What follows belongs to an exercise in optimizing a design on an open flow for small area, a short achievable clock period and few clock cycles; a production flow would make more cautious choices.
The RTL was checked by simulation tests, not by an equivalence proof against the original design.
Power and IR drop assume default switching activity.

$ cat design/flow/flow/run.sh
#!/bin/bash
# Standard ORFS layout, with the standard synthesis unchanged. Only the
# optimisation effort differs: repair_timing is asked to leave
# SETUP_SLACK_MARGIN ns of setup slack at the design's own clock period and
# constraints, and the port buffers are buf_2 rather than the smallest buffer.
set -euo pipefail
bash standard.sh synth > synth.log 2>&1
bash standard.sh SETUP_SLACK_MARGIN=24.5 "BUFFER_PORTS_ARGS=-buffer_cell sky130_fd_sc_hd__buf_2" finish > layout.log 2>&1
$ cat design/flow/standard.sh
#!/bin/bash
# synth_recipe.tcl (not shown) runs the flow's synth.tcl, then flattens the netlist and writes it again
# the make line also repeats each setting of config.mk as NAME=value (left out here)
make -C /OpenROAD-flow-scripts/flow DESIGN_CONFIG=/design/flow/config.mk WORK_HOME=/design/flow/orfs CLKGATE_MAP_FILE= SYNTH_SCRIPT=/design/flow/synth_recipe.tcl "${@:-finish}"
$ cat design/flow/config.mk
export PLATFORM = sky130hd
export DESIGN_NAME = mips_param_core
export DESIGN_NICKNAME = mips_param_core
export VERILOG_FILES = /design/flow/design.v
export SDC_FILE = /design/flow/constraint.sdc
export NUM_CORES = 4
export LEC_CHECK = 0
export ABC_AREA = 1
export CAP_MARGIN = 20
export CORE_MARGIN = 2
export CORE_UTILIZATION = 55
export SLEW_MARGIN = 20
$ cat design/flow/constraint.sdc
create_clock -name core_clock -period 32.0 [get_ports {clk}]
set_input_delay 6.4000 -clock core_clock [delete_from_list [all_inputs] [get_ports {clk}]]
set_output_delay 6.4000 -clock core_clock [all_outputs]
set_load 0.01 [all_outputs]
$ cat design/flow/design.v
module mips_param_core #(
  parameter int DW   = 16,
  parameter int NREG = 8,
  parameter int NOUT = 4
) (
  input  logic               clk,
  input  logic               rst_n,
  input  logic               in_valid,
  output logic               in_ready,
  input  logic [31:0]        instruction,
  input  logic [NOUT*5-1:0]  output_reg,
  output logic               out_valid,
  output logic               instruction_fail,
  output logic [NOUT*DW-1:0] out_data
);
  localparam int AW = $clog2(NREG);
  localparam int CW = $clog2(DW);
  function automatic logic [CW-1:0] ctz(input logic [DW-1:0] x);
    ctz = '0;
    for (int i = DW - 1; i >= 0; i--) if (x[i]) ctz = CW'(i);
  endfunction
  function automatic void csub(input logic [DW-1:0] x, input logic [DW-1:0] y,
                               output logic [DW-1:0] s0, output logic [DW-1:0] s1,
                               output logic co);
    logic [DW-1:0] p, g, gg, pp;
    p = x ^ ~y;
    g = x & ~y;
    gg = g;
    pp = p;
    for (int l = 0; (1 << l) < DW; l++)
      for (int i = 0; i < DW; i++)
        if ((i >> l) & 1) begin
          gg[i] = gg[i] | (pp[i] & gg[((i >> l) << l) - 1]);
          pp[i] = pp[i] & pp[((i >> l) << l) - 1];
        end
    s0[0] = p[0];
    s1[0] = ~p[0];
    for (int i = 1; i < DW; i++) begin
      s0[i] = p[i] ^ gg[i-1];
      s1[i] = p[i] ^ (gg[i-1] | pp[i-1]);
    end
    co = gg[DW-1] | pp[DW-1];
  endfunction
  function automatic logic [DW-1:0] rev(input logic [DW-1:0] x);
    for (int i = 0; i < DW; i++) rev[i] = x[DW-1-i];
  endfunction
  function automatic logic onehot(input logic [DW-1:0] x);
    logic [DW-1:0] an, tw;
    an = x;
    tw = '0;
    for (int w = 1; w < DW; w = 2 * w)
      for (int i = 0; i + w < DW; i += 2 * w) begin
        tw[i] = tw[i] | tw[i + w] | (an[i] & an[i + w]);
        an[i] = an[i] | an[i + w];
      end
    onehot = an[0] & !tw[0];
  endfunction
  logic [DW-1:0]      rf [1:NREG-1];
  logic [DW-1:0]      rv [NREG];
  logic               s0_valid, s0_fa, s0_fr;
  logic [AW-1:0]      s0_rs, s0_rt;
  logic [15:0]        s0_lo;
  logic [NOUT*AW-1:0] s0_oi, gq_oi;
  logic               busy;
  logic [DW-1:0]      gu, gv;
  logic [CW-1:0]      gk;
  logic [AW-1:0]      g_rd;
  assign rv[0] = '0;
  for (genvar i = 1; i < NREG; i++) begin : g_rv
    assign rv[i] = rf[i];
  end
  logic acc;
  logic [5:0] i_op;
  logic [4:0] i_rs, i_rt, i_rd;
  logic       i_rok;
  logic [NOUT*AW-1:0] i_oi;
  assign i_op = instruction[31:26];
  assign i_rs = instruction[25:21];
  assign i_rt = instruction[20:16];
  assign i_rd = instruction[15:11];
  assign i_rok = i_rs[4:AW] == '0 && i_rt[4:AW] == '0;
  for (genvar k = 0; k < NOUT; k++) begin : g_oi
    assign i_oi[AW*k +: AW] = output_reg[5*k+AW +: 5-AW] == '0 ? output_reg[5*k +: AW] : '0;
  end
  logic rdy, hold, s0_vn, busy_n;
  assign rdy = !hold;
  assign acc = in_valid && rdy;
  logic          ex;          
  logic [5:0]    fn;
  logic [4:0]    sh;
  logic [AW-1:0] rd, wa;
  logic [DW-1:0] a, b, imm, op2, sum, alu, wv;
  logic          known, is_gcd, bad, sub, slt, we, fin;
  assign ex = s0_valid && !busy;
  assign fn = s0_lo[5:0];
  assign sh = s0_lo[10:6];
  assign rd = s0_lo[11 +: AW];
  assign imm = s0_lo;
  assign a = rv[s0_rs];
  assign b = rv[s0_rt];
  assign known = fn == 6'b100000 || fn == 6'b100010 || fn == 6'b100100 || fn == 6'b100101 ||
                 fn == 6'b100111 || fn == 6'b101010 || fn == 6'b000000 || fn == 6'b000010 ||
                 fn == 6'b111000;
  assign is_gcd = s0_fr && fn == 6'b111000;
  assign bad = !(s0_fa || (s0_fr && known)) || (is_gcd && (a == '0 || b == '0));
  assign sub = !s0_fa && (fn == 6'b100010 || fn == 6'b101010);
  assign op2 = s0_fa ? imm : sub ? ~b : b;
  assign sum = a + op2 + DW'(sub);
  assign slt = (a[DW-1] != b[DW-1]) ? a[DW-1] : sum[DW-1];
  logic [CW-1:0] ca, cb, k0;
  logic [DW-1:0] sa_i, sa_o;
  assign ca = ctz(a);
  assign cb = ctz(b);
  assign k0 = ca < cb ? ca : cb;
  assign sa_i = is_gcd ? a : fn == 6'b000000 ? rev(b) : b;
  assign sa_o = sa_i >> (is_gcd ? ca - k0 : sh[CW-1:0]);
  always_comb begin
    case (fn)
      6'b100100: alu = a & b;
      6'b100101: alu = a | b;
      6'b100111: alu = ~(a | b);
      6'b101010: alu = DW'(slt);
      6'b000000: alu = sh[4] ? '0 : rev(sa_o);
      6'b000010: alu = sh[4] ? '0 : sa_o;
      default:   alu = sum;
    endcase
    if (s0_fa) alu = sum;
  end
  logic [DW-1:0] t, gmin, dut, dtu, vn, gres;
  logic          lt, gdone;
  assign t = gv >> (ctz(gv) - gk);
  logic [DW-1:0] cs0, cs1;
  logic          cco;
  always_comb csub(gu, t, cs0, cs1, cco);
  assign dut = cs1;
  assign dtu = ~cs0;
  assign lt = !cco;
  assign gmin = lt ? gu : t;
  assign vn = lt ? dtu : dut;
  assign gdone = busy ? (gv == '0 || onehot(gu) || onehot(gv)) : (s0_rs == s0_rt || onehot(a) || onehot(b));
  assign gres = busy ? (gv == '0 ? gu : DW'(1) << gk) : (s0_rs == s0_rt ? a : DW'(1) << k0);
  assign s0_vn = rdy ? in_valid : s0_valid;
  assign busy_n = busy ? !gdone : ex && is_gcd && !bad && !gdone;
  assign fin = busy ? gdone : ex && !(is_gcd && !bad && !gdone);
  assign we = busy ? gdone : ex && !bad;
  assign wa = busy ? g_rd : s0_fa ? s0_rt : rd;
  assign wv = (busy || is_gcd) ? gres : alu;
  logic [NOUT*AW-1:0] oi;
  logic [NOUT*DW-1:0] od;
  assign oi = busy ? gq_oi : s0_oi;
  for (genvar k = 0; k < NOUT; k++) begin : g_od
    logic [AW-1:0] x;
    assign x = oi[AW*k +: AW];
    always_comb begin
      od[DW*k +: DW] = '0;
      if (we && wa == x && x != '0)
        od[DW*k +: DW] = wv;
      else
        for (int j = 1; j < NREG; j++) od[DW*k +: DW] |= x == AW'(j) ? rf[j] : '0;
      if (!busy && bad) od[DW*k +: DW] = '0;
    end
  end
  always_ff @(posedge clk or negedge rst_n) begin
    if (!rst_n) begin
      s0_valid <= 1'b0;
      busy <= 1'b0;
      hold <= 1'b0;
      in_ready <= 1'b1;
      out_valid <= 1'b0;
      for (int j = 1; j < NREG; j++) rf[j] <= '0;
    end else begin
      s0_valid <= s0_vn;
      busy <= busy_n;
      hold <= s0_vn && busy_n;
      in_ready <= !(s0_vn && busy_n);
      out_valid <= fin;
      if (we && wa != '0) rf[wa] <= wv;
    end
  end
  always_ff @(posedge clk) begin
    if (rdy) begin
      s0_rs <= i_rs[AW-1:0];
      s0_rt <= i_rt[AW-1:0];
      s0_lo <= instruction[15:0];
      s0_fa <= i_op == 6'b001000 && i_rok;
      s0_fr <= i_op == 6'b000000 && i_rok && i_rd[4:AW] == '0;
      s0_oi <= i_oi;
    end
    out_data <= od;
    instruction_fail <= !busy && bad;
    if (!busy) begin
      g_rd <= rd;
      gq_oi <= s0_oi;
      gk <= k0;
    end
    gu <= busy ? gmin : sa_o;
    gv <= busy ? vn : b;
  end
endmodule
==> results of run 1 <==
-- through the flow --
stage                     setup WS [ns]  cells
after floorplan                   24.93   3060
after detailed placement          24.07   3613
final                             24.38   3712
after CTS                         24.37   3675
after global routing              24.34   3708
after global placement            24.14   3613
-- logic make-up after synthesis --
kind of cell	share of synthesized area, %
and+or+nand+nor	28.21
AOI/OAI and AO/OA	23.99
buffers and inverters	10.38
DFF	31.55
adders and majority gates	3.417
xor gates and xnor gates	1.684
muxes	0.7700
-- registers in the layout, indices dropped and copies added (netlist names), 3 cells and up --
signal / cells
g_rd: 3
s0_oi: 12
gk: 4
rf: 112
s0_rs: 3
s0_lo: 16
s0_rt: 3
gv: 16
out_data: 64
gq_oi: 12
gu: 16
-- layout make-up --
| class | count | area share [%] |
|---|---|---|
| multi-input combinational | 2258 | 52.95 |
| sequential | 269 | 28.15 |
| inverter | 416 | 6.828 |
| timing repair buffer | 198 | 5.167 |
| clock buffer | 39 | 3.494 |
| tap | 511 | 2.739 |
| clock inverter | 17 | 0.6271 |
| antenna | 4 | 0.04288 |
-- worst max path at each step --
| stage | start | to | slack (ns) | cells past startpoint |
|---|---|---|---|---|
| after floorplan | instruction[28] | s0_fr | 24.93 | 3 |
| after global placement | rst_n | rf[2][1] | 24.14 | 2 |
| after detailed placement | gv[15] | gu[9] | 24.07 | 37 |
| after CTS | in_ready | in_ready | 24.37 | 1 |
| after global routing | in_ready | in_ready | 24.34 | 1 |
| final | in_ready | in_ready | 24.38 | 1 |
-- cell usage in the layout, fill, tap and decap left out, types with 13 or more instances in the layout --
| master | n |
|---|---|
| a31oi_1 | 14 |
| o211ai_1 | 46 |
| o21ai_0 | 174 |
| a2111oi_0 | 37 |
| nand2_1 | 818 |
| ha_1 | 43 |
| o221ai_1 | 16 |
| inv_1 | 371 |
| a21oi_1 | 163 |
| buf_4 | 76 |
| clkbuf_16 | 31 |
| dfrtp_1 | 116 |
| dfxtp_1 | 87 |
| o21ai_1 | 18 |
| nand3_1 | 124 |
| nand4_1 | 38 |
| or2_2 | 20 |
| edfxtp_1 | 59 |
| xnor2_1 | 13 |
| a221oi_1 | 17 |
| nor2_1 | 186 |
| buf_2 | 117 |
| inv_2 | 23 |
| mux2i_1 | 16 |
| o22ai_1 | 227 |
| xor2_1 | 26 |
| nor3_1 | 62 |
| nand2_2 | 34 |
-- timing repair --
action	in CTS	in global routing
pin swaps	2	8
endpoints found under the hold margin	0	0
resized for setup	19	58
buffers inserted	6	32
setup endpoints to repair	145	214
-- synth_stat cells (46+ instances only) --
library cell	count	share of area, %
a21oi_1	166	4.0
edfxtp_1	59	8.5
dfxtp_1	93	9.0
nand3_1	126	3.0
o22ai_1	227	6.8
o21ai_0	181	4.4
clkbuf_1	54	0.97
o211ai_1	46	1.7
inv_1	375	6.8
dfrtp_1	116	14
nand2_1	830	15
nor3_1	69	1.7
nor2_1	191	3.4
-- metal layers --
metal | up-vias | global-route usage (%) | wire length (µm)
li1 | 10758 | - | -
met1 | 11535 | 59.28 | 35060
met2 | 2323 | 76.66 | 43500
met3 | 801 | 23.45 | 16460
met4 | 4 | 42.56 | 11300
met5 | - | 0.2554 | 54
-- power by group through the flow --
stage	clock network (mW)	registers, mW	logic [mW]
3_3_place_gp	0	0.370	0.246
6_report	0.349	0.364	0.285
4_1_cts	0.346	0.364	0.255
5_1_grt	0.360	0.364	0.310
2_1_floorplan	0	0.366	0.188
3_5_place_dp	0	0.370	0.251
==> impl_results.html, run 1 <==
<table>
<tr><th>Metric</th><th>Value</th></tr>
<tr><th colspan="2">Setup path</th></tr>
<tr><td>CP max-delay cell</td><td>dfstp_2</td></tr>
<tr><td>Type of origin of the critical path</td><td>flop</td></tr>
<tr><td>Type of destination of the critical path</td><td>output pin</td></tr>
<tr><td>Highest fanout seen on the critical path</td><td>1</td></tr>
<tr><td>Startpoint-to-endpoint class of the critical path</td><td>reg -&gt; out</td></tr>
<tr><td>CP max stage delay</td><td>0.53 ns</td></tr>
<tr><td>Reg2Reg Depth</td><td>39</td></tr>
<tr><td>Worst flop-to-flop path startpoint</td><td>s0_rt[1]</td></tr>
<tr><td>Family with the most delay on the worst path</td><td>flip-flops</td></tr>
<tr><td>Worst reg2reg endpoint</td><td>rf[3][3]</td></tr>
<tr><td>Worst endpoint data arrival time</td><td>1.22 ns</td></tr>
<tr><td>Worst path bufs/invs</td><td>1</td></tr>
<tr><td>Worst endpoint required time</td><td>25.60 ns</td></tr>
<tr><td>CP Cell Sequence</td><td>buf_6</td></tr>
<tr><td>Setup slack of the worst register-to-register path</td><td>24.72 ns</td></tr>
<tr><th colspan="2">Clocking</th></tr>
<tr><td>CTS H-tree depth</td><td>1</td></tr>
<tr><td>Clock transition at the registers of the reported paths</td><td>0.06 ns</td></tr>
<tr><td>Longest Clk Path Bufs</td><td>3</td></tr>
<tr><td>TritonCTS Sinks</td><td>269</td></tr>
<tr><td>Clock buffer count from CTS</td><td>30</td></tr>
<tr><td>Clock tree from TritonCTS</td><td>yes</td></tr>
<tr><td>CTS Hold Buffers Added</td><td>0</td></tr>
<tr><td>Root buf cell</td><td>clkbuf_16</td></tr>
<tr><td>Clock latency at the later pin of the worst-skew pair</td><td>0.61 ns</td></tr>
<tr><th colspan="2">Final layout</th></tr>
<tr><td>Multi-input gate area</td><td>12360 µm²</td></tr>
<tr><td>Final-layout fill cell count</td><td>3437</td></tr>
<tr><td>Layout overhead on the synthesized area</td><td>12.24%</td></tr>
<tr><td>Final Cell Area</td><td>23340 µm²</td></tr>
<tr><td>Storage cell area</td><td>6573 µm²</td></tr>
<tr><td>Post-route core utilization</td><td>62.27%</td></tr>
<tr><td>Number of nets in the layout</td><td>3280</td></tr>
<tr><td>Fraction of final layout cells with drive strength greater than 1</td><td>13.54%</td></tr>
<tr><th colspan="2">Floorplanning</th></tr>
<tr><td>Core footprint</td><td>37490 µm²</td></tr>
<tr><td>Initial Utilization</td><td>55.48%</td></tr>
<tr><td>IO Count</td><td>122</td></tr>
<tr><td>Total die area</td><td>39390 µm²</td></tr>
<tr><td>Overall die width</td><td>198.5 µm</td></tr>
<tr><td>Number of standard-cell rows in the floorplan</td><td>71</td></tr>
<tr><td>DIE HEIGHT</td><td>198.5 µm</td></tr>
<tr><th colspan="2">Synth</th></tr>
<tr><td>Post-synthesis cell count</td><td>3060</td></tr>
<tr><td>Most used flip-flop cell after synthesis</td><td>dfrtp_1</td></tr>
<tr><td>Number of distinct library cells after synthesis</td><td>66</td></tr>
<tr><td>Total of flip-flops plus latches after synthesis</td><td>269</td></tr>
<tr><td>Proportion of synthesized flip-flops having asynchronous set or reset</td><td>43.49%</td></tr>
<tr><td>Synth Net Count</td><td>3167</td></tr>
<tr><td>Number of enable-type register cells in the synthesized netlist</td><td>59</td></tr>
<tr><td>Post-Syn Area per Cell</td><td>6.797 µm²</td></tr>
<tr><td>Synth warn</td><td>3</td></tr>
<tr><td>Sequential area share after synthesis</td><td>31.55%</td></tr>
<tr><td>Mapped Area</td><td>20800 µm²</td></tr>
<tr><th colspan="2">Placement</th></tr>
<tr><td>IO buf count</td><td>121</td></tr>
<tr><td>Weighted congestion reported at the end of routability-driven placement</td><td>1.117</td></tr>
<tr><td>Placed Area</td><td>21790 µm²</td></tr>
<tr><td>Detailed-placement wirelength estimate</td><td>73780 µm</td></tr>
<tr><th colspan="2">Worst hold path</th></tr>
<tr><td>Type of the worst min-delay path</td><td>reg -&gt; reg</td></tr>
<tr><td>Capture endpoint of the worst hold path</td><td>rf[7][9]</td></tr>
<tr><td>Worst Min Path Start</td><td>rf[7][9]</td></tr>
<tr><td>Worst hold path depth</td><td>2</td></tr>
<tr><th colspan="2">Route</th></tr>
<tr><td>WL per Instance</td><td>28.66 µm</td></tr>
<tr><td>Iteration-0 DRC Markers</td><td>4498</td></tr>
<tr><td>TritonRoute pass-1 iters</td><td>16</td></tr>
<tr><td>Post-detailed-route DRC marker count</td><td>0</td></tr>
<tr><td>Post-DR vias/cell</td><td>6.848</td></tr>
<tr><td>Total via count after detailed routing</td><td>25421</td></tr>
<tr><td>Final ANT Viol Nets</td><td>0</td></tr>
<tr><td>Drt total wl</td><td>106400 µm</td></tr>
<tr><th colspan="2">Power and ir drop</th></tr>
<tr><td>Sw Ratio</td><td>36.05%</td></tr>
<tr><td>Clock group share of total power</td><td>35.0%</td></tr>
<tr><td>Total internal power</td><td>0.6379 mW</td></tr>
<tr><td>Worst supply voltage drop on vdd</td><td>0.04607 mV</td></tr>
<tr><td>Standby leakage power</td><td>10.82 nW</td></tr>
<tr><td>Relative contribution of combinational cells to total power</td><td>28.6%</td></tr>
<tr><td>Power Dens Cells</td><td>42.73 nW/µm²</td></tr>
<tr><td>Sequential cell fraction of total power</td><td>36.5%</td></tr>
<tr><td>Overall Power</td><td>0.9976 mW</td></tr>
<tr><td>Power dissipated by switching net loads</td><td>0.3597 mW</td></tr>
<tr><th colspan="2">STA</th></tr>
<tr><td>Unrepaired setup endpoints after global routing</td><td>yes</td></tr>
<tr><td>Post-Route Hold Slack</td><td>0.4878 ns</td></tr>
<tr><td>Hold Vio Cnt, Final</td><td>0</td></tr>
<tr><td>Final TNS setup</td><td>0 ns</td></tr>
<tr><td>Minimum period implied by the final worst setup slack</td><td>7.618 ns</td></tr>
<tr><td>Count of pins over their slew limit</td><td>0</td></tr>
<tr><td>Headroom to the max-slew limit</td><td>20.09%</td></tr>
<tr><td>Final setup viols</td><td>0</td></tr>
<tr><td>Achievable Freq</td><td>131.3 MHz</td></tr>
<tr><td>Slew of the pin with the lowest slew margin</td><td>1.168 ns</td></tr>
<tr><td>Final worst clock skew</td><td>0.02670 ns</td></tr>
<tr><td>Final period utilization</td><td>23.81%</td></tr>
<tr><th colspan="2">Global routing</th></tr>
<tr><td>Number of global-route vias before repair</td><td>23763</td></tr>
<tr><td>Wire length of the first global-routing pass</td><td>150900 µm</td></tr>
<tr><td>Initial antenna violation count</td><td>2</td></tr>
<tr><td>All-Layer GR Usage</td><td>52.53%</td></tr>
<tr><td>Largest net degree at the start of global routing</td><td>73</td></tr>
<tr><td>Global route overflow</td><td>0</td></tr>
<tr><th colspan="2">Run status</th></tr>
<tr><td>Status</td><td>finished clean</td></tr>
<tr><th colspan="2">Flow run</th></tr>
<tr><td>Max-cap violations</td><td>0</td></tr>
</table>
Testbench counts, summed over its fixed seeds: cycles 5,203.
==> run 2, diff against run 1 <==
--- a/design/flow/design.v
+++ b/design/flow/design.v
@@ -137,8 +137,10 @@
   assign lt = !cco;
   assign gmin = lt ? gu : t;
   assign vn = lt ? dtu : dut;
-  assign gdone = busy ? (gv == '0 || onehot(gu) || onehot(gv)) : (s0_rs == s0_rt || onehot(a) || onehot(b));
-  assign gres = busy ? (gv == '0 ? gu : DW'(1) << gk) : (s0_rs == s0_rt ? a : DW'(1) << k0);
+  logic gsame;
+  assign gsame = gv == '0 || t == gu;
+  assign gdone = busy ? (gsame || onehot(gu) || onehot(gv)) : (s0_rs == s0_rt || onehot(a) || onehot(b));
+  assign gres = busy ? (gsame ? gu : DW'(1) << gk) : (s0_rs == s0_rt ? a : DW'(1) << k0);
   assign s0_vn = rdy ? in_valid : s0_valid;
   assign busy_n = busy ? !gdone : ex && is_gcd && !bad && !gdone;
   assign fin = busy ? gdone : ex && !(is_gcd && !bad && !gdone);
==> impl_results.html, run 2 <==
<table>
<tr><th>Metric</th><th>Value</th></tr>
<tr><th colspan="2">Final layout</th></tr>
<tr><td>Number of nets in the layout</td><td>3315 (+1.1%)</td></tr>
<tr><td>Final cell count without fillers</td><td>3744 (+0.86%)</td></tr>
<tr><td>Commonest non-fill, non-tap cell in the layout</td><td>nand2_1</td></tr>
<tr><td>Most flop-heavy register</td><td>rf</td></tr>
<tr><td>Fraction of final layout cells with drive strength greater than 1</td><td>15.13% (+1.6 points)</td></tr>
<tr><td>Registers with the most flip-flops</td><td>rf: 112 flops, out_data: 64 flops</td></tr>
<tr><td>Layout overhead on the synthesized area</td><td>14.05%</td></tr>
<tr><td>Commonest cells after routing, fill and taps aside</td><td>nand2_1, inv_1, o22ai_1</td></tr>
<tr><td>Flip-flop count of the largest register, all copies and words added</td><td>112 (unchanged)</td></tr>
<tr><th colspan="2">Floorplanning</th></tr>
<tr><td>Core footprint</td><td>37490 µm² (unchanged)</td></tr>
<tr><td>Overall die width</td><td>198.4 µm (about the same)</td></tr>
<tr><td>DIE HEIGHT</td><td>198.4 µm (about the same)</td></tr>
<tr><td>IO Count</td><td>122 (unchanged)</td></tr>
<tr><td>Total die area</td><td>39370 µm² (about the same)</td></tr>
<tr><td>Initial Utilization</td><td>55.46% (about the same)</td></tr>
<tr><td>Number of standard-cell rows in the floorplan</td><td>71 (unchanged)</td></tr>
<tr><th colspan="2">Placement</th></tr>
<tr><td>IO buf count</td><td>121 (unchanged)</td></tr>
<tr><td>Detailed-placement wirelength estimate</td><td>74060 µm (+0.38%)</td></tr>
<tr><td>Weighted congestion reported at the end of routability-driven placement</td><td>1.142 (+2.2%)</td></tr>
<tr><td>Instance count after placement with tap cells included</td><td>3632 (+0.53%)</td></tr>
<tr><td>Placement Setup Slack</td><td>23.40 ns (-0.6684 ns)</td></tr>
<tr><th colspan="2">Synth</th></tr>
<tr><td>Synth warn</td><td>3 (unchanged)</td></tr>
<tr><td>Most used flip-flop cell after synthesis</td><td>dfrtp_1</td></tr>
<tr><td>Number of enable-type register cells in the synthesized netlist</td><td>59 (unchanged)</td></tr>
<tr><td>Post-synthesis cell type with the largest combined area</td><td>dfrtp_1</td></tr>
<tr><td>Area share of the leading cell type in the synthesized netlist</td><td>13.96% (-1.0 points)</td></tr>
<tr><td>Synth Net Count</td><td>3191 (+0.76%)</td></tr>
<tr><td>Number of distinct library cells after synthesis</td><td>61 (-7.6%)</td></tr>
<tr><td>Commonest cells in the netlist</td><td>nand2_1, inv_1, o22ai_1</td></tr>
<tr><td>Post-synthesis cell count</td><td>3084 (+0.78%)</td></tr>
<tr><td>Post-Syn Area per Cell</td><td>6.742 µm² (-0.82%)</td></tr>
<tr><td>Leading cell type by number of instances after synthesis</td><td>nand2_1</td></tr>
<tr><td>Total of flip-flops plus latches after synthesis</td><td>269 (unchanged)</td></tr>
<tr><td>Top area cells in the synthesized netlist</td><td>dfrtp_1, nand2_1, dfxtp_1, edfxtp_1, o22ai_1</td></tr>
<tr><td>Mapped Area</td><td>20790 µm² (about the same)</td></tr>
<tr><td>Sequential area share after synthesis</td><td>31.56% (about the same)</td></tr>
<tr><td>Proportion of synthesized flip-flops having asynchronous set or reset</td><td>43.49% (unchanged)</td></tr>
<tr><th colspan="2">Route</th></tr>
<tr><td>TritonRoute pass-1 iters</td><td>9 (-7)</td></tr>
<tr><td>Drt total wl</td><td>104900 µm (-1.4%)</td></tr>
<tr><td>Total via count after detailed routing</td><td>25845 (+1.7%)</td></tr>
<tr><td>Post-DR vias/cell</td><td>6.903 (+0.80%)</td></tr>
<tr><td>Post-detailed-route DRC marker count</td><td>0 (unchanged)</td></tr>
<tr><td>WL per Instance</td><td>28.01 µm (-2.3%)</td></tr>
<tr><td>Iteration-0 DRC Markers</td><td>4585 (+1.9%)</td></tr>
<tr><td>Final ANT Viol Nets</td><td>0 (unchanged)</td></tr>
<tr><th colspan="2">Setup path</th></tr>
<tr><td>CP max-delay cell</td><td>dfstp_2</td></tr>
<tr><td>Setup slack of the worst register-to-register path</td><td>24.65 ns (-0.07 ns)</td></tr>
<tr><td>Startpoint-to-endpoint class of the critical path</td><td>reg -&gt; out</td></tr>
<tr><td>Worst path bufs/invs</td><td>1 (unchanged)</td></tr>
<tr><td>Highest fanout seen on the critical path</td><td>1 (unchanged)</td></tr>
<tr><td>Worst endpoint required time</td><td>25.60 ns (about the same)</td></tr>
<tr><td>Reg2Reg Depth</td><td>39 (unchanged)</td></tr>
<tr><td>Worst endpoint data arrival time</td><td>1.25 ns (+0.03 ns)</td></tr>
<tr><td>CP max stage delay</td><td>0.54 ns (about the same)</td></tr>
<tr><td>CP Cell Sequence</td><td>buf_6</td></tr>
<tr><td>Family with the most delay on the worst path</td><td>flip-flops</td></tr>
<tr><td>Worst reg2reg endpoint</td><td>rf[1][2]</td></tr>
<tr><td>Worst flop-to-flop path startpoint</td><td>s0_rt[2]</td></tr>
<tr><td>Type of destination of the critical path</td><td>output pin</td></tr>
<tr><td>Type of origin of the critical path</td><td>flop</td></tr>
<tr><th colspan="2">STA</th></tr>
<tr><td>Count of pins over their slew limit</td><td>0 (unchanged)</td></tr>
<tr><td>Minimum period implied by the final worst setup slack</td><td>7.648 ns (+0.03070 ns)</td></tr>
<tr><td>Final TNS setup</td><td>0 ns (unchanged)</td></tr>
<tr><td>Slew of the pin with the lowest slew margin</td><td>1.320 ns (+0.1511 ns)</td></tr>
<tr><td>Unrepaired setup endpoints after global routing</td><td>yes</td></tr>
<tr><td>Final period utilization</td><td>23.90% (+0.096 points)</td></tr>
<tr><td>Post-Route Hold Slack</td><td>0.4862 ns (-0.001603 ns)</td></tr>
<tr><td>Final worst clock skew</td><td>0.03186 ns (+0.005159 ns)</td></tr>
<tr><td>Final setup viols</td><td>0 (unchanged)</td></tr>
<tr><td>PnR worst setup slack</td><td>24.35 ns (-0.03070 ns)</td></tr>
<tr><td>Hold Vio Cnt, Final</td><td>0 (unchanged)</td></tr>
<tr><td>Achievable Freq</td><td>130.7 MHz (-0.40%)</td></tr>
<tr><td>Headroom to the max-slew limit</td><td>9.758% (-10 points)</td></tr>
<tr><th colspan="2">Clocking</th></tr>
<tr><td>Clock tree from TritonCTS</td><td>yes</td></tr>
<tr><td>Longest Clk Path Bufs</td><td>3 (unchanged)</td></tr>
<tr><td>CTS H-tree depth</td><td>1 (unchanged)</td></tr>
<tr><td>Clock transition at the registers of the reported paths</td><td>0.06 ns (about the same)</td></tr>
<tr><td>Clock latency at the later pin of the worst-skew pair</td><td>0.63 ns (+0.02 ns)</td></tr>
<tr><td>TritonCTS Sinks</td><td>269 (unchanged)</td></tr>
<tr><td>Root buf cell</td><td>clkbuf_16</td></tr>
<tr><td>Clock buffer count from CTS</td><td>30 (unchanged)</td></tr>
<tr><th colspan="2">Power and ir drop</th></tr>
<tr><td>Standby leakage power</td><td>10.86 nW (+0.31%)</td></tr>
<tr><td>Power Dens Cells</td><td>44.24 nW/µm² (+3.5%)</td></tr>
<tr><td>Worst supply voltage drop on vdd</td><td>0.04696 mV (+2.0%)</td></tr>
<tr><td>Overall Power</td><td>1.049 mW (+5.2%)</td></tr>
<tr><th colspan="2">Worst hold path</th></tr>
<tr><td>Worst Min Path Start</td><td>rf[7][0]</td></tr>
<tr><td>Type of the worst min-delay path</td><td>reg -&gt; reg</td></tr>
<tr><td>Worst hold path depth</td><td>2 (unchanged)</td></tr>
<tr><td>Capture endpoint of the worst hold path</td><td>rf[7][0]</td></tr>
<tr><th colspan="2">Global routing</th></tr>
<tr><td>Global route overflow</td><td>0 (unchanged)</td></tr>
<tr><td>Number of global-route vias before repair</td><td>23796 (+0.14%)</td></tr>
<tr><td>Wire length of the first global-routing pass</td><td>150400 µm (-0.30%)</td></tr>
<tr><td>All-Layer GR Usage</td><td>52.04% (-0.50 points)</td></tr>
<tr><td>Initial antenna violation count</td><td>4 (+2)</td></tr>
<tr><td>Largest net degree at the start of global routing</td><td>77 (+5.5%)</td></tr>
<tr><th colspan="2">Flow run</th></tr>
<tr><td>Max-cap violations</td><td>0 (unchanged)</td></tr>
<tr><th colspan="2">Run status</th></tr>
<tr><td>Status</td><td>finished clean</td></tr>
</table>
-- run 2: per-stage QoR --
stage	utilization, %	cell area [µm²]
floorplan	-	20790
global placement	58.38	21890
detailed placement	58.39	21890
CTS	61.95	23220
global route	63.25	23710
finish	63.25	23710
-- run 2: worst max-delay path by stage --
stage,startpoint,endpoint,slack [ns],depth (start not counted)
2_1_floorplan,instruction[28],s0_fr,24.93,3
3_3_place_gp,s0_rt[0],rf[2][9],23.59,29
3_5_place_dp,s0_rt[0],rf[4][9],23.40,29
4_1_cts,in_ready,in_ready,24.37,1
5_1_grt,in_ready,in_ready,24.32,1
6_report,in_ready,in_ready,24.35,1
-- run 2: repair_timing --
item	4_1_cts	5_1_grt
pin swaps	4	9
gates resized for setup	26	59
gates cloned	0	2
setup buffers	22	31
hold buffers	0	0
endpoints found under the setup margin	193	219
-- run 2: kinds of logic after synthesis --
group                    Yosys count  share of synthesized area (%)
flip-flops                       269                          31.56
buffers and inverters            570                          10.69
XOR/XNOR                          35                          1.474
adder cells (fa/ha/maj)           52                          3.418
multiplexers                      18                         0.8726
AO/OA/AOI/OAI                    831                          24.32
AND/OR/NAND/NOR                 1309                          27.66
-- run 2: area by class of cell --
type	count	area [µm²]
timing repair inverter	1	5.005
fill	3373	13780
antenna	1	2.502
multi-input combinational	2246	12300
clock inverter	15	166.4
timing repair buffer	226	1455
clock buffer	41	884.6
tap	511	639.4
inverter	434	1682
sequential	269	6580
-- run 2: power by group --
part	switching (mW)	internal [mW]	leakage [nW]
combinational	0.211	0.104	7.33
clock	0.160	0.212	0.511
sequential	0.00801	0.355	3.02
total	0.379	0.670	10.9
-- run 2: metal layers --
| layer | vias up | global-route usage (%) | share of wire, % |
|---|---|---|---|
| met5 | - | 2.810 | 0.20 |
| met3 | 762 | 20.52 | 15 |
| met1 | 11758 | 61.00 | 34 |
| met2 | 2455 | 76.06 | 41 |
| li1 | 10862 | - | - |
| met4 | 8 | 40.05 | 10 |
Testbench counts of run 2, summed over its fixed seeds: cycles 5,131.
==> run 3, diff against run 2 <==
--- a/design/flow/flow/run.sh
+++ b/design/flow/flow/run.sh
@@ -5,4 +5,4 @@
 # constraints, and the port buffers are buf_2 rather than the smallest buffer.
 set -euo pipefail
 bash standard.sh synth > synth.log 2>&1
-bash standard.sh SETUP_SLACK_MARGIN=24.5 "BUFFER_PORTS_ARGS=-buffer_cell sky130_fd_sc_hd__buf_2" finish > layout.log 2>&1
+bash standard.sh SETUP_SLACK_MARGIN=24.2 "BUFFER_PORTS_ARGS=-buffer_cell sky130_fd_sc_hd__buf_2" finish > layout.log 2>&1
==> impl_results.html, run 3 <==
<table>
<tr><th>Metric</th><th>Value</th></tr>
<tr><th colspan="2">Run status</th></tr>
<tr><td>Status</td><td>finished clean</td></tr>
<tr><th colspan="2">Route</th></tr>
<tr><td>Total via count after detailed routing</td><td>25483 (-1.4%)</td></tr>
<tr><td>WL per Instance</td><td>28.03 µm (about the same)</td></tr>
<tr><td>Post-detailed-route DRC marker count</td><td>0 (unchanged)</td></tr>
<tr><td>TritonRoute pass-1 iters</td><td>22 (+13)</td></tr>
<tr><td>Drt total wl</td><td>104300 µm (-0.53%)</td></tr>
<tr><td>Post-DR vias/cell</td><td>6.847 (-0.82%)</td></tr>
<tr><td>Final ANT Viol Nets</td><td>0 (unchanged)</td></tr>
<tr><td>Iteration-0 DRC Markers</td><td>4674 (+1.9%)</td></tr>
<tr><th colspan="2">Setup path</th></tr>
<tr><td>Family with the most delay on the worst path</td><td>flip-flops</td></tr>
<tr><td>Startpoint-to-endpoint class of the critical path</td><td>reg -&gt; out</td></tr>
<tr><td>CP max stage delay</td><td>0.52 ns (-0.02 ns)</td></tr>
<tr><td>CP Cell Sequence</td><td>buf_2</td></tr>
<tr><td>Reg2Reg Depth</td><td>35 (-10%)</td></tr>
<tr><td>Worst endpoint data arrival time</td><td>1.26 ns (about the same)</td></tr>
<tr><td>Type of destination of the critical path</td><td>output pin</td></tr>
<tr><td>Count of cell instances traversed by the critical path</td><td>1 (unchanged)</td></tr>
<tr><td>Highest fanout seen on the critical path</td><td>1 (unchanged)</td></tr>
<tr><td>Worst path bufs/invs</td><td>1 (unchanged)</td></tr>
<tr><td>Worst endpoint required time</td><td>25.60 ns (about the same)</td></tr>
<tr><td>Type of origin of the critical path</td><td>flop</td></tr>
<tr><td>CP max-delay cell</td><td>dfstp_2</td></tr>
<tr><th colspan="2">STA</th></tr>
<tr><td>Unrepaired setup endpoints after global routing</td><td>no</td></tr>
<tr><td>Headroom to the max-slew limit</td><td>8.381% (-1.4 points)</td></tr>
<tr><td>Final worst clock skew</td><td>0.02605 ns (-0.005812 ns)</td></tr>
<tr><td>Final TNS setup</td><td>0 ns (unchanged)</td></tr>
<tr><td>Slew of the pin with the lowest slew margin</td><td>1.340 ns (+0.02014 ns)</td></tr>
<tr><td>Minimum period implied by the final worst setup slack</td><td>7.663 ns (+0.01450 ns)</td></tr>
<tr><td>Count of pins over their slew limit</td><td>0 (unchanged)</td></tr>
<tr><td>Final period utilization</td><td>23.95% (+0.045 points)</td></tr>
<tr><td>Achievable Freq</td><td>130.5 MHz (-0.19%)</td></tr>
<tr><td>Final setup viols</td><td>0 (unchanged)</td></tr>
<tr><td>Hold Vio Cnt, Final</td><td>0 (unchanged)</td></tr>
<tr><th colspan="2">Synth</th></tr>
<tr><td>Mapped Area</td><td>20790 µm² (unchanged)</td></tr>
<tr><td>Post-Syn Area per Cell</td><td>6.742 µm² (unchanged)</td></tr>
<tr><td>Leading cell type by number of instances after synthesis</td><td>nand2_1</td></tr>
<tr><td>Post-synthesis cell type with the largest combined area</td><td>dfrtp_1</td></tr>
<tr><td>Synth Net Count</td><td>3191 (unchanged)</td></tr>
<tr><td>Proportion of synthesized flip-flops having asynchronous set or reset</td><td>43.49% (unchanged)</td></tr>
<tr><td>Post-synthesis cell count</td><td>3084 (unchanged)</td></tr>
<tr><td>Top area cells in the synthesized netlist</td><td>dfrtp_1, nand2_1, dfxtp_1, edfxtp_1, o22ai_1</td></tr>
<tr><td>Most used flip-flop cell after synthesis</td><td>dfrtp_1</td></tr>
<tr><td>Number of enable-type register cells in the synthesized netlist</td><td>59 (unchanged)</td></tr>
<tr><td>Number of distinct library cells after synthesis</td><td>61 (unchanged)</td></tr>
<tr><td>Sequential area share after synthesis</td><td>31.56% (unchanged)</td></tr>
<tr><td>Commonest cells in the netlist</td><td>nand2_1, inv_1, o22ai_1</td></tr>
<tr><td>Total of flip-flops plus latches after synthesis</td><td>269 (unchanged)</td></tr>
<tr><td>Synth warn</td><td>3 (unchanged)</td></tr>
<tr><td>Area share of the leading cell type in the synthesized netlist</td><td>13.96% (unchanged)</td></tr>
<tr><th colspan="2">Final layout</th></tr>
<tr><td>Fraction of final layout cells with drive strength greater than 1</td><td>13.93% (-1.2 points)</td></tr>
<tr><td>Flip-flop count of the largest register, all copies and words added</td><td>112 (unchanged)</td></tr>
<tr><td>Commonest cells after routing, fill and taps aside</td><td>nand2_1, inv_1, o22ai_1</td></tr>
<tr><td>Commonest non-fill, non-tap cell in the layout</td><td>nand2_1</td></tr>
<tr><td>Post-route core utilization</td><td>62.36% (-0.89 points)</td></tr>
<tr><td>Number of nets in the layout</td><td>3292 (-0.69%)</td></tr>
<tr><td>Final Cell Area</td><td>23380 µm² (-1.4%)</td></tr>
<tr><td>Most flop-heavy register</td><td>rf</td></tr>
<tr><td>Final-layout fill cell count</td><td>3429 (+1.7%)</td></tr>
<tr><td>Registers with the most flip-flops</td><td>rf: 112 flops, out_data: 64 flops</td></tr>
<tr><td>Layout overhead on the synthesized area</td><td>12.45%</td></tr>
<tr><th colspan="2">Global routing</th></tr>
<tr><td>Met2 Resource Use GR</td><td>75.46% (-0.60 points)</td></tr>
<tr><td>Met1 Use GR</td><td>61.40% (+0.40 points)</td></tr>
<tr><td>Met3 Usage GRT</td><td>20.40% (-0.12 points)</td></tr>
<tr><td>Initial antenna violation count</td><td>1 (-3)</td></tr>
<tr><td>Wire length of the first global-routing pass</td><td>149600 µm (-0.53%)</td></tr>
<tr><td>Largest net degree at the start of global routing</td><td>77 (unchanged)</td></tr>
<tr><td>Peak-usage layer in the global routing report</td><td>met2</td></tr>
<tr><td>Global route overflow</td><td>0 (unchanged)</td></tr>
<tr><td>All-Layer GR Usage</td><td>51.82% (-0.22 points)</td></tr>
<tr><td>Number of global-route vias before repair</td><td>23689 (-0.45%)</td></tr>
<tr><th colspan="2">Worst hold path</th></tr>
<tr><td>Type of the worst min-delay path</td><td>reg -&gt; reg</td></tr>
<tr><td>Worst hold path depth</td><td>2 (unchanged)</td></tr>
<tr><th colspan="2">Clocking</th></tr>
<tr><td>Clock tree from TritonCTS</td><td>yes</td></tr>
<tr><td>Longest Clk Path Bufs</td><td>3 (unchanged)</td></tr>
<tr><td>CTS H-tree depth</td><td>1 (unchanged)</td></tr>
<tr><td>Clock latency at the later pin of the worst-skew pair</td><td>0.63 ns (about the same)</td></tr>
<tr><td>TritonCTS Sinks</td><td>269 (unchanged)</td></tr>
<tr><td>Clock transition at the registers of the reported paths</td><td>0.06 ns (about the same)</td></tr>
<tr><td>CTS Hold Buffers Added</td><td>0 (unchanged)</td></tr>
<tr><td>Clock buffer count from CTS</td><td>30 (unchanged)</td></tr>
<tr><td>Root buf cell</td><td>clkbuf_16</td></tr>
<tr><th colspan="2">Floorplanning</th></tr>
<tr><td>Core footprint</td><td>37490 µm² (unchanged)</td></tr>
<tr><td>Number of standard-cell rows in the floorplan</td><td>71 (unchanged)</td></tr>
<tr><td>Initial Utilization</td><td>55.46% (unchanged)</td></tr>
<tr><td>DIE HEIGHT</td><td>198.4 µm (unchanged)</td></tr>
<tr><td>IO Count</td><td>122 (unchanged)</td></tr>
<tr><td>Overall die width</td><td>198.4 µm (unchanged)</td></tr>
<tr><td>Total die area</td><td>39370 µm² (unchanged)</td></tr>
<tr><th colspan="2">Flow run</th></tr>
<tr><td>Max-cap violations</td><td>0 (unchanged)</td></tr>
<tr><th colspan="2">Power and ir drop</th></tr>
<tr><td>Power Dens Cells</td><td>44.52 nW/µm² (+0.63%)</td></tr>
<tr><td>Standby leakage power</td><td>10.74 nW (-1.1%)</td></tr>
<tr><td>Worst supply voltage drop on vdd</td><td>0.04164 mV (-11%)</td></tr>
<tr><th colspan="2">Placement</th></tr>
<tr><td>Detailed-placement wirelength estimate</td><td>74060 µm (unchanged)</td></tr>
<tr><td>IO buf count</td><td>121 (unchanged)</td></tr>
<tr><td>Weighted congestion reported at the end of routability-driven placement</td><td>1.142 (unchanged)</td></tr>
<tr><td>Placed Area</td><td>21890 µm² (unchanged)</td></tr>
</table>
run 3: timing repair:
action | 4_1_cts | 5_1_grt
gates resized for setup | 14 | 32
pin swaps | 4 | 2
setup buffers | 11 | 19
endpoints found under the setup margin | 176 | 200
gates cloned | 0 | 1
run 3: cell families after synthesis:
| group | Yosys count | synth area share [%] |
|---|---|---|
| multiplexers | 18 | 0.8726 |
| buffers and inverters | 570 | 10.69 |
| flip-flops | 269 | 31.56 |
| XOR/XNOR | 35 | 1.474 |
| AO/OA/AOI/OAI | 831 | 24.32 |
| AND/OR/NAND/NOR | 1309 | 27.66 |
| adder cells (fa/ha/maj) | 52 | 3.418 |
run 3: metal layers:
layer	part of all wire (%)	up-vias
met3	16	717
met5	0.17	-
met2	41	2307
met1	34	11649
li1	-	10804
met4	9.9	6
run 3: layout make-up:
| type | count | area (µm²) | share of cell area (%) |
|---|---|---|---|
| Antenna cell | 2 | 5.005 | 0.02141 |
| Clock buffer | 41 | 884.6 | 3.784 |
| Clock inverter | 15 | 166.4 | 0.7118 |
| Inverter | 434 | 1663 | 7.113 |
| Multi-Input combinational cell | 2245 | 12220 | 52.28 |
| Sequential cell | 269 | 6564 | 28.08 |
| Tap cell | 511 | 639.4 | 2.735 |
| Timing Repair Buffer | 204 | 1229 | 5.256 |
| Timing Repair inverter | 1 | 5.005 | 0.02141 |
run 3: metrics by stage:
stage | power (mW) | hold WS (ns) | setup WS (ns) | std cells
finish | 1.041 | 0.4866 | 24.34 | 3722
global route | 1.075 | 0.5105 | 24.17 | 3720
CTS | 1.014 | 0.4819 | 24.23 | 3699
detailed placement | 0.6472 | 0.4650 | 23.40 | 3632
global placement | 0.6348 | 0.4636 | 23.59 | 3632
floorplan | 0.5688 | 0.4490 | 24.93 | 3084
run 3: path summary, 6_finish.rpt:
| check | to | start | slack (ns) |
|---|---|---|---|
| setup / recovery | in_ready | in_ready | 24.34 |
| hold / removal | rf[4][1] | rf[4][1] | 0.49 |
| max in group asynchronous | rf[6][14] | rst_n | 24.74 |
| min in group asynchronous | rf[6][0] | rst_n | 5.80 |
| hold reg to reg | rf[4][1] | rf[4][1] | 0.49 |
| setup reg to reg | rf[1][5] | s0_rs[2] | 24.38 |
run 3: report_power, final:
group	internal [mW]	leakage, nW	switching (mW)
registers	0.355	3.02	0.00782
logic	0.0959	7.21	0.210
clock network	0.212	0.511	0.161
==> run 4, diff against run 3 <==
--- a/design/flow/flow/run.sh
+++ b/design/flow/flow/run.sh
@@ -5,4 +5,4 @@
 # constraints, and the port buffers are buf_2 rather than the smallest buffer.
 set -euo pipefail
 bash standard.sh synth > synth.log 2>&1
-bash standard.sh SETUP_SLACK_MARGIN=24.2 "BUFFER_PORTS_ARGS=-buffer_cell sky130_fd_sc_hd__buf_2" finish > layout.log 2>&1
+bash standard.sh SETUP_SLACK_MARGIN=24.5 TNS_END_PERCENT=5 "BUFFER_PORTS_ARGS=-buffer_cell sky130_fd_sc_hd__buf_2" finish > layout.log 2>&1
==> impl_results.html, run 4 <==
<table>
<tr><th>Metric</th><th>Value</th></tr>
<tr><th colspan="2">Floorplanning</th></tr>
<tr><td>Number of standard-cell rows in the floorplan</td><td>71 (unchanged)</td></tr>
<tr><td>Overall die width</td><td>198.4 µm (unchanged)</td></tr>
<tr><td>Core footprint</td><td>37490 µm² (unchanged)</td></tr>
<tr><td>IO Count</td><td>122 (unchanged)</td></tr>
<tr><td>Initial Utilization</td><td>55.46% (unchanged)</td></tr>
<tr><td>Total die area</td><td>39370 µm² (unchanged)</td></tr>
<tr><td>DIE HEIGHT</td><td>198.4 µm (unchanged)</td></tr>
<tr><th colspan="2">Setup path</th></tr>
<tr><td>Startpoint-to-endpoint class of the critical path</td><td>reg -&gt; out</td></tr>
<tr><td>Worst path bufs/invs</td><td>1 (unchanged)</td></tr>
<tr><td>Family with the most delay on the worst path</td><td>flip-flops</td></tr>
<tr><td>Setup slack of the worst register-to-register path</td><td>24.57 ns (+0.19 ns)</td></tr>
<tr><td>Type of destination of the critical path</td><td>output pin</td></tr>
<tr><td>First element of the critical path</td><td>in_ready</td></tr>
<tr><td>Worst endpoint data arrival time</td><td>1.26 ns (about the same)</td></tr>
<tr><td>CP max-delay cell</td><td>dfstp_2</td></tr>
<tr><td>CP Cell Sequence</td><td>buf_6</td></tr>
<tr><td>CP max stage delay</td><td>0.54 ns (+0.02 ns)</td></tr>
<tr><td>Worst endpoint required time</td><td>25.60 ns (about the same)</td></tr>
<tr><td>Worst flop-to-flop path startpoint</td><td>s0_rs[2]</td></tr>
<tr><td>Highest fanout seen on the critical path</td><td>1 (unchanged)</td></tr>
<tr><td>Type of origin of the critical path</td><td>flop</td></tr>
<tr><th colspan="2">Synth</th></tr>
<tr><td>Post-synthesis cell type with the largest combined area</td><td>dfrtp_1</td></tr>
<tr><td>Sequential area share after synthesis</td><td>31.56% (unchanged)</td></tr>
<tr><td>Synth Net Count</td><td>3191 (unchanged)</td></tr>
<tr><td>Mapped Area</td><td>20790 µm² (unchanged)</td></tr>
<tr><td>Number of enable-type register cells in the synthesized netlist</td><td>59 (unchanged)</td></tr>
<tr><td>Area share of the leading cell type in the synthesized netlist</td><td>13.96% (unchanged)</td></tr>
<tr><td>Number of distinct library cells after synthesis</td><td>61 (unchanged)</td></tr>
<tr><td>Total of flip-flops plus latches after synthesis</td><td>269 (unchanged)</td></tr>
<tr><td>Commonest cells in the netlist</td><td>nand2_1, inv_1, o22ai_1</td></tr>
<tr><td>Top area cells in the synthesized netlist</td><td>dfrtp_1, nand2_1, dfxtp_1, edfxtp_1, o22ai_1</td></tr>
<tr><td>Leading cell type by number of instances after synthesis</td><td>nand2_1</td></tr>
<tr><td>Post-synthesis cell count</td><td>3084 (unchanged)</td></tr>
<tr><td>Most used flip-flop cell after synthesis</td><td>dfrtp_1</td></tr>
<tr><td>Post-Syn Area per Cell</td><td>6.742 µm² (unchanged)</td></tr>
<tr><td>Proportion of synthesized flip-flops having asynchronous set or reset</td><td>43.49% (unchanged)</td></tr>
<tr><td>Synth warn</td><td>3 (unchanged)</td></tr>
<tr><th colspan="2">STA</th></tr>
<tr><td>Hold Vio Cnt, Final</td><td>0 (unchanged)</td></tr>
<tr><td>Final worst clock skew</td><td>0.02564 ns (-0.0004130 ns)</td></tr>
<tr><td>Slew of the pin with the lowest slew margin</td><td>1.336 ns (-0.003256 ns)</td></tr>
<tr><td>Headroom to the max-slew limit</td><td>8.604% (+0.22 points)</td></tr>
<tr><td>Final TNS setup</td><td>0 ns (unchanged)</td></tr>
<tr><td>Achievable Freq</td><td>130.5 MHz (about the same)</td></tr>
<tr><td>PnR worst setup slack</td><td>24.34 ns (+0.001300 ns)</td></tr>
<tr><td>Final period utilization</td><td>23.94% (about the same)</td></tr>
<tr><td>Count of pins over their slew limit</td><td>0 (unchanged)</td></tr>
<tr><td>Minimum period implied by the final worst setup slack</td><td>7.662 ns (-0.001300 ns)</td></tr>
<tr><td>Final setup viols</td><td>0 (unchanged)</td></tr>
<tr><td>Unrepaired setup endpoints after global routing</td><td>yes</td></tr>
<tr><th colspan="2">Final layout</th></tr>
<tr><td>Final Cell Area</td><td>23740 µm² (+1.6%)</td></tr>
<tr><td>Commonest non-fill, non-tap cell in the layout</td><td>nand2_1</td></tr>
<tr><td>Registers with the most flip-flops</td><td>rf: 112 flops, out_data: 64 flops</td></tr>
<tr><td>Fraction of final layout cells with drive strength greater than 1</td><td>14.91% (+0.98 points)</td></tr>
<tr><td>Number of nets in the layout</td><td>3323 (+0.94%)</td></tr>
<tr><td>Commonest cells after routing, fill and taps aside</td><td>nand2_1, inv_1, o22ai_1</td></tr>
<tr><td>Most flop-heavy register</td><td>rf</td></tr>
<tr><td>Final cell count without fillers</td><td>3753 (+0.83%)</td></tr>
<tr><td>Flip-flop count of the largest register, all copies and words added</td><td>112 (unchanged)</td></tr>
<tr><td>Layout overhead on the synthesized area</td><td>14.20%</td></tr>
<tr><th colspan="2">Clocking</th></tr>
<tr><td>Clock tree from TritonCTS</td><td>yes</td></tr>
<tr><td>Clock transition at the registers of the reported paths</td><td>0.07 ns (about the same)</td></tr>
<tr><td>CTS H-tree depth</td><td>1 (unchanged)</td></tr>
<tr><td>Clock latency at the later pin of the worst-skew pair</td><td>0.63 ns (about the same)</td></tr>
<tr><td>CTS Hold Buffers Added</td><td>0 (unchanged)</td></tr>
<tr><td>Longest Clk Path Bufs</td><td>3 (unchanged)</td></tr>
<tr><td>Root buf cell</td><td>clkbuf_16</td></tr>
<tr><td>TritonCTS Sinks</td><td>269 (unchanged)</td></tr>
<tr><td>Clock buffer count from CTS</td><td>30 (unchanged)</td></tr>
<tr><th colspan="2">Global routing</th></tr>
<tr><td>Number of global-route vias before repair</td><td>23826 (+0.58%)</td></tr>
<tr><td>Wire length of the first global-routing pass</td><td>150500 µm (+0.56%)</td></tr>
<tr><td>Global route overflow</td><td>0 (unchanged)</td></tr>
<tr><td>All-Layer GR Usage</td><td>52.07% (+0.25 points)</td></tr>
<tr><td>Largest net degree at the start of global routing</td><td>77 (unchanged)</td></tr>
<tr><td>Initial antenna violation count</td><td>2 (+1)</td></tr>
<tr><th colspan="2">Worst hold path</th></tr>
<tr><td>Worst Min Path Start</td><td>rf[3][11]</td></tr>
<tr><td>Type of the worst min-delay path</td><td>reg -&gt; reg</td></tr>
<tr><th colspan="2">Route</th></tr>
<tr><td>TritonRoute pass-1 iters</td><td>9 (-59%)</td></tr>
<tr><td>Total via count after detailed routing</td><td>25780 (+1.2%)</td></tr>
<tr><td>Post-DR vias/cell</td><td>6.869 (+0.33%)</td></tr>
<tr><td>WL per Instance</td><td>27.97 µm (-0.20%)</td></tr>
<tr><td>Drt total wl</td><td>105000 µm (+0.63%)</td></tr>
<tr><td>Final ANT Viol Nets</td><td>0 (unchanged)</td></tr>
<tr><td>Iteration-0 DRC Markers</td><td>4683 (+0.19%)</td></tr>
<tr><td>Post-detailed-route DRC marker count</td><td>0 (unchanged)</td></tr>
<tr><th colspan="2">Run status</th></tr>
<tr><td>Status</td><td>finished clean</td></tr>
<tr><th colspan="2">Power and ir drop</th></tr>
<tr><td>Worst supply voltage drop on vdd</td><td>0.04688 mV (+13%)</td></tr>
<tr><td>Power Dens Cells</td><td>44.21 nW/µm² (-0.70%)</td></tr>
<tr><td>Standby leakage power</td><td>10.88 nW (+1.4%)</td></tr>
<tr><th colspan="2">Flow run</th></tr>
<tr><td>Max-cap violations</td><td>0 (unchanged)</td></tr>
<tr><th colspan="2">Placement</th></tr>
<tr><td>Weighted congestion reported at the end of routability-driven placement</td><td>1.142 (unchanged)</td></tr>
<tr><td>Placement Setup Slack</td><td>23.40 ns (unchanged)</td></tr>
<tr><td>Detailed-placement wirelength estimate</td><td>74060 µm (unchanged)</td></tr>
<tr><td>Instance count after placement with tap cells included</td><td>3632 (unchanged)</td></tr>
<tr><td>IO buf count</td><td>121 (unchanged)</td></tr>
<tr><td>Placed Area</td><td>21890 µm² (unchanged)</td></tr>
</table>
run 4: timing repair:
action                                  CTS  global route
cloned                                    0             2
endpoints found under the setup margin  193           222
setup buffers                            22            39
resized for setup                        20            49
pin swaps                                 4            13
run 4: final timing paths:
check | depth (start not counted) | to
worst max-delay path | 1 | in_ready
max in group asynchronous | 2 | rf[6][14]
min in group asynchronous | 1 | rf[6][0]
worst min-delay path | 2 | rf[3][11]
worst max register to register | 35 | rf[2][2]
worst min register to register | 2 | rf[3][11]
run 4: through the flow:
step / util [%] / hold WS (ns) / power [mW]
2_1_floorplan: - / 0.4490 / 0.5688
3_3_place_gp: 58.38 / 0.4636 / 0.6348
3_5_place_dp: 58.39 / 0.4650 / 0.6472
4_1_cts: 61.91 / 0.4819 / 1.016
5_1_grt: 63.32 / 0.5101 / 1.084
6_report: 63.33 / 0.4860 / 1.050
run 4: metal layers:
metal	vias to the layer above	wire length (µm)	global-route usage (%)
met5	-	133	2.810
met1	11872	35690	61.07
met2	2299	42570	76.00
met4	4	10640	40.11
li1	10864	-	-
met3	741	15940	20.62
run 4: area by class of cell:
cell class / instances / area [µm²]
fill: 3385 / 13750
sequential: 269 / 6564
antenna: 2 / 5.005
inverter: 434 / 1682
clock buffer: 41 / 884.6
timing repair buffer: 234 / 1500
timing repair inverter: 1 / 5.005
tap: 511 / 639.4
multi-input combinational: 2246 / 12300
clock inverter: 15 / 166.4
run 4: report_power, final:
part | switching, mW | internal (mW) | leakage (nW)
sequential | 0.00813 | 0.355 | 3.02
combinational | 0.211 | 0.103 | 7.36
clock | 0.161 | 0.211 | 0.511
total | 0.381 | 0.669 | 10.9
run 4: cell families after synthesis:
| family | share of synthesized area (%) |
|---|---|
| compound gates | 24.32 |
| xor+xnor | 1.474 |
| fa+ha+maj | 3.418 |
| buf+inv | 10.69 |
| flops | 31.56 |
| mux | 0.8726 |
| simple gates | 27.66 |

## re-timing with driven ports
In the flow no input, the clock included, has a driving cell. The finished layouts below were timed again as built, in two steps. Step 1 sets driving cells, clkbuf_16 on the clock port and buf_2 on the other inputs (assumed; they add their load-dependent delay and slew). Step 2 times the ports against the registers' clock, not the clock port: input delays grow and output delays shrink by t, the midpoint of the rising clock arrivals with the driver on. Three values: no drivers, after step 1, after step 2; two values: the first two.
run | t, ns | setup slack, ns | worst hold slack (ns) | latest minus earliest clock arrival (ns)
run 1 | 0.659 | 24.382 / 24.320 / 24.028 | 0.488 / 0.488 / 0.488 | 0.027 / 0.027
run 2 | 0.669 | 24.351 / 24.293 / 24.128 | 0.486 / 0.486 / 0.486 | 0.032 / 0.032
run 3 | 0.675 | 24.337 / 24.278 / 24.102 | 0.487 / 0.487 / 0.487 | 0.026 / 0.026
run 4 | 0.673 | 24.338 / 24.279 / 24.131 | 0.486 / 0.486 / 0.486 | 0.026 / 0.026
After both steps setup and hold are still met in every run listed. For run 1, which loses most, drivers alone change the setup slack by -0.062 ns; drivers and shift together by -0.354 ns. Setup slack includes reset recovery checks.
